This design comes from an exercise in tuning for small area and few clock cycles per item on the open sky130 flow, not from production work.
RTL that was checked went through simulation tests only; none was proved equivalent to the original.
No activity file was given, so power comes from the tool's default toggle rates.

rev 12:
==> flow/design.v <==
module sha3_padder #(
  parameter int D = 256,
  parameter logic [7:0] SUFFIX = 8'h06,
  localparam int R = 1600 - 2 * D
) (
  input  logic         clk,
  input  logic         reset,
  input  logic [7:0]   in_data,
  input  logic         in_valid,
  input  logic         in_last,
  input  logic         in_empty,
  output logic         in_ready,
  output logic [R-1:0] block,
  output logic         block_valid,
  output logic         block_last,
  input  logic         block_ready
);
  localparam int NB = R / 8;
  localparam int CW = $clog2(NB);
  localparam int NG = NB / 2;           
  localparam int NH = (NG + 15) / 16;
  logic [CW-1:0] cnt, cnt_n;
  logic          full, full_n;
  logic          last_r, last_n;
  logic          sfx, sfx_n;
  logic [R-1:0]  buffer;
  logic          xfer, free, take, wr, wr_sfx, at_end;
  logic [7:0]    bus;
  logic [7:0]    lane [2];
  logic [15:0]   dlo;
  logic [NH-1:0] dhi;
  logic [NG-1:0] wsel;
  assign xfer   = full & block_ready;
  assign free   = ~full | block_ready;
  assign take   = free & ~sfx & in_valid;
  assign at_end = (cnt == CW'(NB - 1));
  assign wr_sfx = (free & sfx) | (take & in_last & in_empty);
  assign wr     = wr_sfx | (take & ~(in_last & in_empty));
  assign bus    = wr_sfx ? SUFFIX : in_data;
  assign in_ready    = free & ~sfx & reset;
  assign block_valid = full;
  assign block_last  = last_r;
  always_comb begin
    for (int i = 0; i < 16; i++) dlo[i] = (cnt[4:1] == 4'(i));
    for (int j = 0; j < NH; j++) dhi[j] = wr & reset & (cnt[CW-1:5] == (CW-5)'(j));
    for (int g = 0; g < NG; g++) wsel[g] = dlo[g % 16] & dhi[g / 16];
  end
  assign lane[0] = cnt[0] ? 8'h00 : bus;
  assign lane[1] = cnt[0] ? bus : 8'h00;
  always_comb begin
    cnt_n  = cnt;
    full_n = full & ~xfer;
    last_n = last_r;
    sfx_n  = sfx;
    if (free & sfx) begin
      sfx_n  = 1'b0;
      full_n = 1'b1;
      last_n = 1'b1;
      cnt_n  = '0;
    end else if (take) begin
      if (in_last & in_empty) begin
        full_n = 1'b1;
        last_n = 1'b1;
        cnt_n  = '0;
      end else begin
        if (in_last) sfx_n = 1'b1;
        if (at_end) begin
          full_n = 1'b1;
          last_n = 1'b0;
          cnt_n  = '0;
        end else begin
          cnt_n = cnt + CW'(1);
        end
      end
    end
  end
  always_ff @(posedge clk) begin
    if (!reset) begin
      cnt    <= '0;
      full   <= 1'b0;
      last_r <= 1'b0;
      sfx    <= 1'b0;
    end else begin
      cnt    <= cnt_n;
      full   <= full_n;
      last_r <= last_n;
      sfx    <= sfx_n;
    end
  end
  logic keep;
  assign keep = reset & ~xfer;
  always_ff @(posedge clk) begin
    for (int k = 0; k < NB; k++)
      buffer[8*k +: 8] <= ({8{wsel[k / 2]}} & lane[k % 2]) | ({8{keep}} & buffer[8*k +: 8]);
  end
  assign block = {buffer[R-1] | last_r, buffer[R-2:0]};
endmodule
clock: 6.0 ns
lec_check: 0
cap_margin: 20
core_margin: 2
core_utilization: 40
cts_buf_list: sky130_fd_sc_hd__clkbuf_16
cts_cluster_diameter: 80
cts_cluster_size: 32
place_density: 0.85
slew_margin: 20
standard.sh (not shown) runs the stock make flow with config.mk's settings and CLKGATE_MAP_FILE= SYNTH_SCRIPT=/design/flow/synth_recipe.tcl, a recipe that flattens the netlist after the stock synthesis.
==> flow/flow/run.sh <==
#!/bin/bash
# Standard ORFS flow (the standard.sh, unchanged synthesis), with the
# port buffers made from the smallest buffer cell and the synthesized logic
# cells set to their smallest drive before placement (repair_design then
# sizes up whatever needs it).
set -o pipefail
cp standard.sh standard_sh.log
export BUFFER_PORTS_ARGS="-buffer_cell sky130_fd_sc_hd__buf_1"
export POST_FLOORPLAN_TCL="$(pwd)/flow/downsize.tcl"
bash standard.sh > flow_standard.log 2>&1
==> flow/flow/downsize.tcl <==
# Downsize every logic cell to the smallest drive of its family (same function).
set db [ord::get_db]
set block [ord::get_db_block]
set n 0
foreach inst [$block getInsts] {
  set m [[$inst getMaster] getName]
  if {[regexp {^(sky130_fd_sc_hd__[a-z0-9]+)_([0-9]+)$} $m -> base drv]} {
    if {[regexp {^sky130_fd_sc_hd__(df|edf|sdf|dl|clk|buf|tap|fill|decap|conb|diode)} $m]} { continue }
    set best $m
    set barea [[$inst getMaster] getArea]
    foreach d {0 1 2} {
      set cand ${base}_$d
      set cm [$db findMaster $cand]
      if {$cm ne "NULL" && [$cm getArea] < $barea} { set best $cand; set barea [$cm getArea] }
    }
    if {$best ne $m} {
      replace_cell [get_cells [$inst getName]] $best
      incr n
    }
  }
}
puts "downsize: replaced $n cells"
What rev 13 does differently from rev 12 at the input level:
--- a/flow/design.v
+++ b/flow/design.v
@@ -14,42 +14,38 @@
   output logic         block_valid,
   output logic         block_last,
   input  logic         block_ready
 );
   localparam int NB = R / 8;
   localparam int CW = $clog2(NB);
-  localparam int NG = NB / 2;           
-  localparam int NH = (NG + 15) / 16;
+  localparam int NH = (NB + 15) / 16;
   logic [CW-1:0] cnt, cnt_n;
   logic          full, full_n;
   logic          last_r, last_n;
   logic          sfx, sfx_n;
   logic [R-1:0]  buffer;
   logic          xfer, free, take, wr, wr_sfx, at_end;
   logic [7:0]    bus;
-  logic [7:0]    lane [2];
   logic [15:0]   dlo;
   logic [NH-1:0] dhi;
-  logic [NG-1:0] wsel;
+  logic [NB-1:0] wsel;
   assign xfer   = full & block_ready;
   assign free   = ~full | block_ready;
   assign take   = free & ~sfx & in_valid;
   assign at_end = (cnt == CW'(NB - 1));
   assign wr_sfx = (free & sfx) | (take & in_last & in_empty);
   assign wr     = wr_sfx | (take & ~(in_last & in_empty));
   assign bus    = wr_sfx ? SUFFIX : in_data;
   assign in_ready    = free & ~sfx & reset;
   assign block_valid = full;
   assign block_last  = last_r;
   always_comb begin
-    for (int i = 0; i < 16; i++) dlo[i] = (cnt[4:1] == 4'(i));
-    for (int j = 0; j < NH; j++) dhi[j] = wr & reset & (cnt[CW-1:5] == (CW-5)'(j));
-    for (int g = 0; g < NG; g++) wsel[g] = dlo[g % 16] & dhi[g / 16];
+    for (int i = 0; i < 16; i++) dlo[i] = (cnt[3:0] == 4'(i));
+    for (int j = 0; j < NH; j++) dhi[j] = wr & reset & (cnt[CW-1:4] == (CW-4)'(j));
+    for (int k = 0; k < NB; k++) wsel[k] = dlo[k % 16] & dhi[k / 16];
   end
-  assign lane[0] = cnt[0] ? 8'h00 : bus;
-  assign lane[1] = cnt[0] ? bus : 8'h00;
   always_comb begin
     cnt_n  = cnt;
     full_n = full & ~xfer;
     last_n = last_r;
     sfx_n  = sfx;
     if (free & sfx) begin
@@ -88,10 +84,10 @@
     end
   end
   logic keep;
   assign keep = reset & ~xfer;
   always_ff @(posedge clk) begin
     for (int k = 0; k < NB; k++)
-      buffer[8*k +: 8] <= ({8{wsel[k / 2]}} & lane[k % 2]) | ({8{keep}} & buffer[8*k +: 8]);
+      buffer[8*k +: 8] <= ({8{wsel[k]}} & bus) | ({8{keep}} & buffer[8*k +: 8]);
   end
   assign block = {buffer[R-1] | last_r, buffer[R-2:0]};
 endmodule
Notes after the runs:
Sequential cell area share ended up 0.15 points higher on rev 13 than on rev 12. The worst reg-to-reg setup slack of rev 13 and that of rev 12 are within noise of each other. [compare] base=rev 12 new=rev 13: net count after synthesis decreased by 958 relative to the old numbers, final clock period utilization by the worst path now sits lower, all-layer global routing usage has decreased. The estimated power of rev 13 ends up lower than the estimate for rev 12. [compare] base=rev 12 new=rev 13: synthesized cell count lost 961, placer congestion estimate saw a decrease, number of clock buffer instances in the layout lost 2.
Testbench counts of rev 13, summed over its fixed seeds: cycles 69,248, bytes 68,856.
No functional check of the RTL was part of rev 12.

port drivers added, routing unchanged:
The results above use ideal ports. As a check the final layouts listed here were re-extracted and re-timed, cells and wires unchanged. Step 1 (the two cells are an assumption about what drives the block):
set clk [get_ports {clk}]
set_driving_cell -lib_cell sky130_fd_sc_hd__clkbuf_16 $clk
set_driving_cell -lib_cell sky130_fd_sc_hd__buf_2 [delete_from_list [all_inputs] $clk]
Step 2 adds t to the input delays and takes it off the output delays; t is the mean of the earliest and latest rising clock arrival at the registers after step 1. Input paths then give back, and output paths get back, about the clock's delay inside the block. a / b / c = ideal ports / drivers / drivers and shift; a / b = the first two.
| run | t (ns) | setup WS [ns] | latest minus earliest clock arrival (ns) |
|---|---|---|---|
| rev 12 | 0.706 | 2.439 / 2.273 / 1.895 | 0.058 / 0.057 |
| rev 13 | 0.696 | 2.529 / 2.486 / 2.053 | 0.050 / 0.050 |
After both steps every run listed still meets setup and hold. The setup slack of rev 12, which loses most, moves by -0.166 ns with the drivers and by -0.544 ns with both steps.
